What follows belongs to an exercise in optimizing a design on an open flow for small area, a short achievable clock period and few clock cycles per item; a production flow would make more cautious choices. At most, simulation tests tie the RTL to the original design; equivalence was not proved. Power figures rest on the tool's default switching activity, not on a simulated workload.

==> inputs of job 3864 <==
==> flow/design.v (excerpt) <==
module signed_integer_to_custom_radix_digits (
	input  wire logic                             clk,
	input  wire logic                             arst_n,
	input  wire logic                             push,
	output logic                                  full,
	input  wire logic signed [sirc_pkg::IN_W-1:0] value,
	output logic                                  empty,
	input  wire logic                             pop,
	output logic [sirc_pkg::CHAR_W-1:0]           character,
	output logic                                  last,
	input  wire logic                             cfg_we,
	input  wire logic [1:0]                       cfg_index,
	input  wire logic [sirc_pkg::CFG_W-1:0]       cfg_data
);
Settings: LEC_CHECK=0, CAP_MARGIN=20, CORE_MARGIN=2, CORE_UTILIZATION=40, SLEW_MARGIN=20, SYNTH_HIERARCHICAL=1, SYNTH_MINIMUM_KEEP_SIZE=0; clock period 12.0 ns.
standard.sh (not shown) runs the stock make flow with config.mk's settings and CLKGATE_MAP_FILE= SYNTH_SCRIPT=/design/flow/synth_recipe.tcl, a recipe that flattens the netlist after the stock synthesis.
==> flow/flow/run.sh <==
#!/bin/bash
set -euo pipefail
export SETUP_SLACK_MARGIN=8
bash standard.sh > standard.log 2>&1
==> job 2723 (differences from job 3864) <==
--- a/flow/design.v
+++ b/flow/design.v
@@ -1,13 +1,13 @@
 `default_nettype none
 package sirc_pkg;
 	localparam int CHAR_W  = 8;
 	localparam int CFG_W   = 64;
 	localparam int IN_W    = 32;
-	localparam int K       = 2;
+	localparam int K       = 1;
 	localparam int NCH     = IN_W / K;
 	localparam int CI_W    = $clog2(NCH);
 	localparam int ND      = 14;
 	localparam int NDI_W   = 4;
 	localparam logic [CHAR_W-1:0] NUL_CHAR   = 8'd0;
 	localparam logic [CHAR_W-1:0] PLUS_CHAR  = 8'd43;
 	localparam logic [CHAR_W-1:0] MINUS_CHAR = 8'd45;
@@ -239,28 +239,14 @@
 module sirc_charsel (
 	input  wire logic [127:0] chars,
 	input  wire logic [3:0]   idx,
 	output logic [7:0]        c
 );
 	assign c = chars[8*idx +: 8];
 endmodule
-module sirc_check (
-	input  wire logic [127:0] chars,
-	input  wire logic [7:0]   c,
-	input  wire logic [4:0]   i,
-	input  wire logic [4:0]   radix,
-	output logic              bad
-);
-	always_comb begin
-		bad = (c == NUL_CHAR) || (c == PLUS_CHAR) || (c == MINUS_CHAR);
-		for (int j = 1; j < 16; j++)
-			if (5'(j) >= i && 5'(j) < radix && c == chars[8*j +: 8])
-				bad = 1'b1;
-	end
-endmodule
 `default_nettype wire
 `default_nettype none
 import sirc_pkg::*;
 module signed_integer_to_custom_radix_digits (
 	input  wire logic                             clk,
 	input  wire logic                             arst_n,
 	input  wire logic                             push,
@@ -325,52 +311,67 @@
 			odd_q  <= wr_odd;
 			m2_q   <= wr_m2;
 			m3_q   <= wr_m3;
 			m4_q   <= wr_m4;
 		end
 	end
 	logic       ck_act_q;
+	logic       ck_ph_q;
 	logic       ck_v_q;
 	logic       ck_bad_q;
 	logic [4:0] ck_i_q;
-	logic       ck_ld;
+	logic [4:0] ck_j_q;
+	logic       ck_ldi;
+	logic       ck_ldj;
 	logic       ck_pend;
 	logic       bad_now;
 	logic       cfg_hit;
 	logic       ok;
 	logic [7:0] ochar_q;
+	logic [7:0] cm;
+	logic [7:0] ck_ci;
 	assign cfg_hit = cfg_we && (cfg_index != 2'd3);
-	assign ck_ld   = ck_act_q && (ck_i_q < radix_q) && !ck_i_q[4];
+	assign ck_ldi  = ck_act_q && !ck_ph_q && (ck_i_q < radix_q) && !ck_i_q[4];
+	assign ck_ldj  = ck_act_q && ck_ph_q && (ck_j_q < radix_q) && !ck_j_q[4];
 	assign ck_pend = ck_act_q || ck_v_q;
-	sirc_check u_check (
-		.chars ({hi_q, lo_q}),
-		.c     (ochar_q),
-		.i     (ck_i_q),
-		.radix (radix_q),
-		.bad   (bad_now)
-	);
+	assign bad_now = (ck_ph_q && ((ck_ci == NUL_CHAR) || (ck_ci == PLUS_CHAR) || (ck_ci == MINUS_CHAR))) ||
+	                 (ck_v_q && (ochar_q == ck_ci));
 	always_ff @(posedge clk or negedge arst_n) begin
 		if (!arst_n) begin
 			ck_act_q <= 1'b0;
+			ck_ph_q  <= 1'b0;
 			ck_v_q   <= 1'b0;
 			ck_bad_q <= 1'b0;
 			ck_i_q   <= '0;
+			ck_j_q   <= '0;
 		end else if (cfg_hit) begin
 			ck_act_q <= 1'b1;
+			ck_ph_q  <= 1'b0;
 			ck_v_q   <= 1'b0;
 			ck_bad_q <= 1'b0;
 			ck_i_q   <= '0;
 		end else begin
-			if (ck_v_q && bad_now)
+			if (bad_now)
 				ck_bad_q <= 1'b1;
-			ck_v_q <= ck_ld;
-			if (ck_ld)
-				ck_i_q <= ck_i_q + 5'd1;
-			else
-				ck_act_q <= 1'b0;
+			ck_v_q <= ck_ldj;
+			if (ck_act_q && !ck_ph_q) begin
+				if (ck_ldi) begin
+					ck_ph_q <= 1'b1;
+					ck_j_q  <= ck_i_q + 5'd1;
+				end else begin
+					ck_act_q <= 1'b0;
+				end
+			end else if (ck_act_q) begin
+				if ((ck_j_q + 5'd1) >= radix_q || ck_j_q[4] || ck_j_q == 5'd15) begin
+					ck_ph_q <= 1'b0;
+					ck_i_q  <= ck_i_q + 5'd1;
+				end else begin
+					ck_j_q <= ck_j_q + 5'd1;
+				end
+			end
 		end
 	end
 	assign ok = (radix_q >= 5'd2) && (radix_q <= 5'd16) && !ck_bad_q && wlo_q &&
 	            (whi_q || radix_q <= 5'd8);
 	logic             c_busy_q;
 	logic             c_first_q;
 	logic             c_neg_q;
@@ -398,15 +399,15 @@
 		.first      (c_first_q),
 		.idx        (c_idx_q),
 		.top_chunk  (top_chunk),
 		.chunk_next (chunk_next),
 		.idx_next   (idx_next),
 		.last_step  (last_step)
 	);
-	assign chunk = c_first_q ? top_chunk : c_chunk_q;
+	assign chunk = (K == 1) ? c_chunk_q : c_first_q ? top_chunk : c_chunk_q;
 	assign dd[0] = d_q;
 	for (genvar r = 0; r < K; r++) begin : g_row
 		sirc_ddrow u_row (
 			.d    (dd[r]),
 			.c0   (chunk[K-1-r]),
 			.tt   (tt_q),
 			.ttm1 (ttm1_q),
@@ -430,14 +431,15 @@
 		end
 	end
 	always_ff @(posedge clk) begin
 		if (take) begin
 			mag_q     <= magv;
 			c_neg_q   <= value[IN_W-1];
 			c_first_q <= 1'b1;
+			c_chunk_q <= K'(|value);
 			d_q       <= '0;
 		end else if (step) begin
 			d_q       <= dd[K];
 			c_idx_q   <= idx_next;
 			c_chunk_q <= chunk_next;
 			c_first_q <= 1'b0;
 		end
@@ -450,15 +452,14 @@
 	logic             ovld_q;
 	logic             olast_q;
 	logic [ND-1:0]    oh_top;
 	logic [1:0]       s_start;
 	logic [1:0]       s_full;
 	logic [3:0]       sub;
 	logic [3:0]       cidx;
-	logic [7:0]       cm;
 	logic             is_last;
 	logic             ld_ok;
 	logic             emit_sign;
 	logic             emit_dig;
 	sirc_emtop u_emtop (
 		.e       (e_q),
 		.m2      (m2_q),
@@ -478,16 +479,17 @@
 		.is_last (is_last)
 	);
 	sirc_charsel u_charsel (
 		.chars ({hi_q, lo_q}),
 		.idx   (cidx),
 		.c     (cm)
 	);
+	assign ck_ci     = e_q[7:0];
 	assign s_full    = m2_q ? 2'd3 : (m3_q || m4_q) ? 2'd1 : 2'd0;
-	assign cidx      = ck_act_q ? ck_i_q[3:0] : sub;
+	assign cidx      = !ck_act_q ? sub : ck_ph_q ? ck_j_q[3:0] : ck_i_q[3:0];
 	assign ld_ok     = !ovld_q || pop;
 	assign emit_sign = e_v_q && e_sign_q && ld_ok && !ck_pend;
 	assign emit_dig  = e_v_q && e_rdy_q && !e_sign_q && ld_ok && !ck_pend;
 	always_ff @(posedge clk or negedge arst_n) begin
 		if (!arst_n) begin
 			e_v_q  <= 1'b0;
 			ovld_q <= 1'b0;
@@ -499,15 +501,15 @@
 			if (final_go && ok && !cfg_hit)
 				e_v_q <= 1'b1;
 			else if (emit_dig && is_last)
 				e_v_q <= 1'b0;
 		end
 	end
 	always_ff @(posedge clk) begin
-		if (ck_ld)
+		if (ck_ldj)
 			ochar_q <= cm;
 		if (emit_sign) begin
 			ochar_q  <= MINUS_CHAR;
 			olast_q  <= 1'b0;
 			e_sign_q <= 1'b0;
 		end
 		if (emit_dig) begin
@@ -521,14 +523,16 @@
 			end
 		end
 		if (!e_rdy_q) begin
 			e_oh_q  <= oh_top;
 			e_sub_q <= s_start;
 			e_rdy_q <= 1'b1;
 		end
+		if (ck_ldi)
+			e_q[7:0] <= cm;
 		if (final_go) begin
 			e_q      <= dd[K];
 			e_sign_q <= c_neg_q;
 			e_rdy_q  <= 1'b0;
 		end
 	end
 	assign empty     = !ovld_q;
==> metrics.md <==
| Metric | Value |
|---|---|
| Setup slack after layout | 5.18 ns |
| Setup bufs post-CTS | 107 |
| Critical Path End | d_q[53] |
| Core area | 59,000 um^2 |
| Sequential portion of the cell area | 31.0% |
| Slew at the pin closest to its max-slew limit | 0.949 ns |
| Layout fillers | 5,167 |
| Met3 Usage GRT | 3.36% |
| Delay-heaviest family, CP | adder cells |
| Final core occ | 51.0% |
| Fraction of area in multi-input gates | 48.8% |
| Outcome | timing/DRC/antenna clean |
| Peak supply drop | 0.000140 V |
Source of the figures above: job 3864

==> metrics.md <==
| Metric | Value |
|---|---|
| Outcome | timing/DRC/antenna clean |
| Core area | 47,900 um^2 |
| Clock group total power | 0.00124 W |
| Delay-heaviest family, CP | simple AND/OR/NAND/NOR gates |
| Sequential portion of the cell area | 39.1% |
| I/O pin cnt | 114 |
| Peak supply drop | 0.000138 V |
| DRT Pass-1 Iters | 6 |
| Setup slack after layout | 7.89 ns |
| Fraction of area in multi-input gates | 41.3% |
| Clock tree from TritonCTS | done |
| Setup bufs post-CTS | 55 |
| Die width | 225 um |
| Clock latency on the worst-skew pair | 0.59 ns |
| Critical Path End | full |
| Setup TNS | 0 ns |
| Met3 Usage GRT | 3.34% |
| Slew at the pin closest to its max-slew limit | 1.11 ns |
| Layout fillers | 4,072 |
| Final core occ | 50.6% |
Source of the figures above: job 2723

Testbench counts of job 2723, summed over its fixed seeds: cycles 93,825, items 4,096.
The RTL of job 3864 was laid out without a check of its function.

-- re-timing with driven ports --
The flow's constraints put no driver on any port. The routed layouts listed below were extracted and timed again, unchanged, in two steps.
Step 1 assumes that a clkbuf_16 drives the clock port and a buf_2 every other input.
Step 2 times the ports against the registers' clock, not the clock port: input delays grow and output delays shrink by t, the midpoint of the rising clock arrivals with the driver on.
Slacks: no drivers / after step 1 / after step 2; pairs: no drivers / after step 1.
run	shift t [ns]	setup WS [ns]	worst setup path at the end	clock arrival spread, ns
job 3864	0.637	5.180 / 5.180 / 5.180	register to register	0.033 / 0.033
job 2723	0.625	7.888 / 7.832 / 7.485	input to register	0.040 / 0.040
After both steps setup and hold are still met in every run listed. The setup slack of job 2723, which loses most, moves by -0.056 ns with the drivers and by -0.403 ns with both steps.
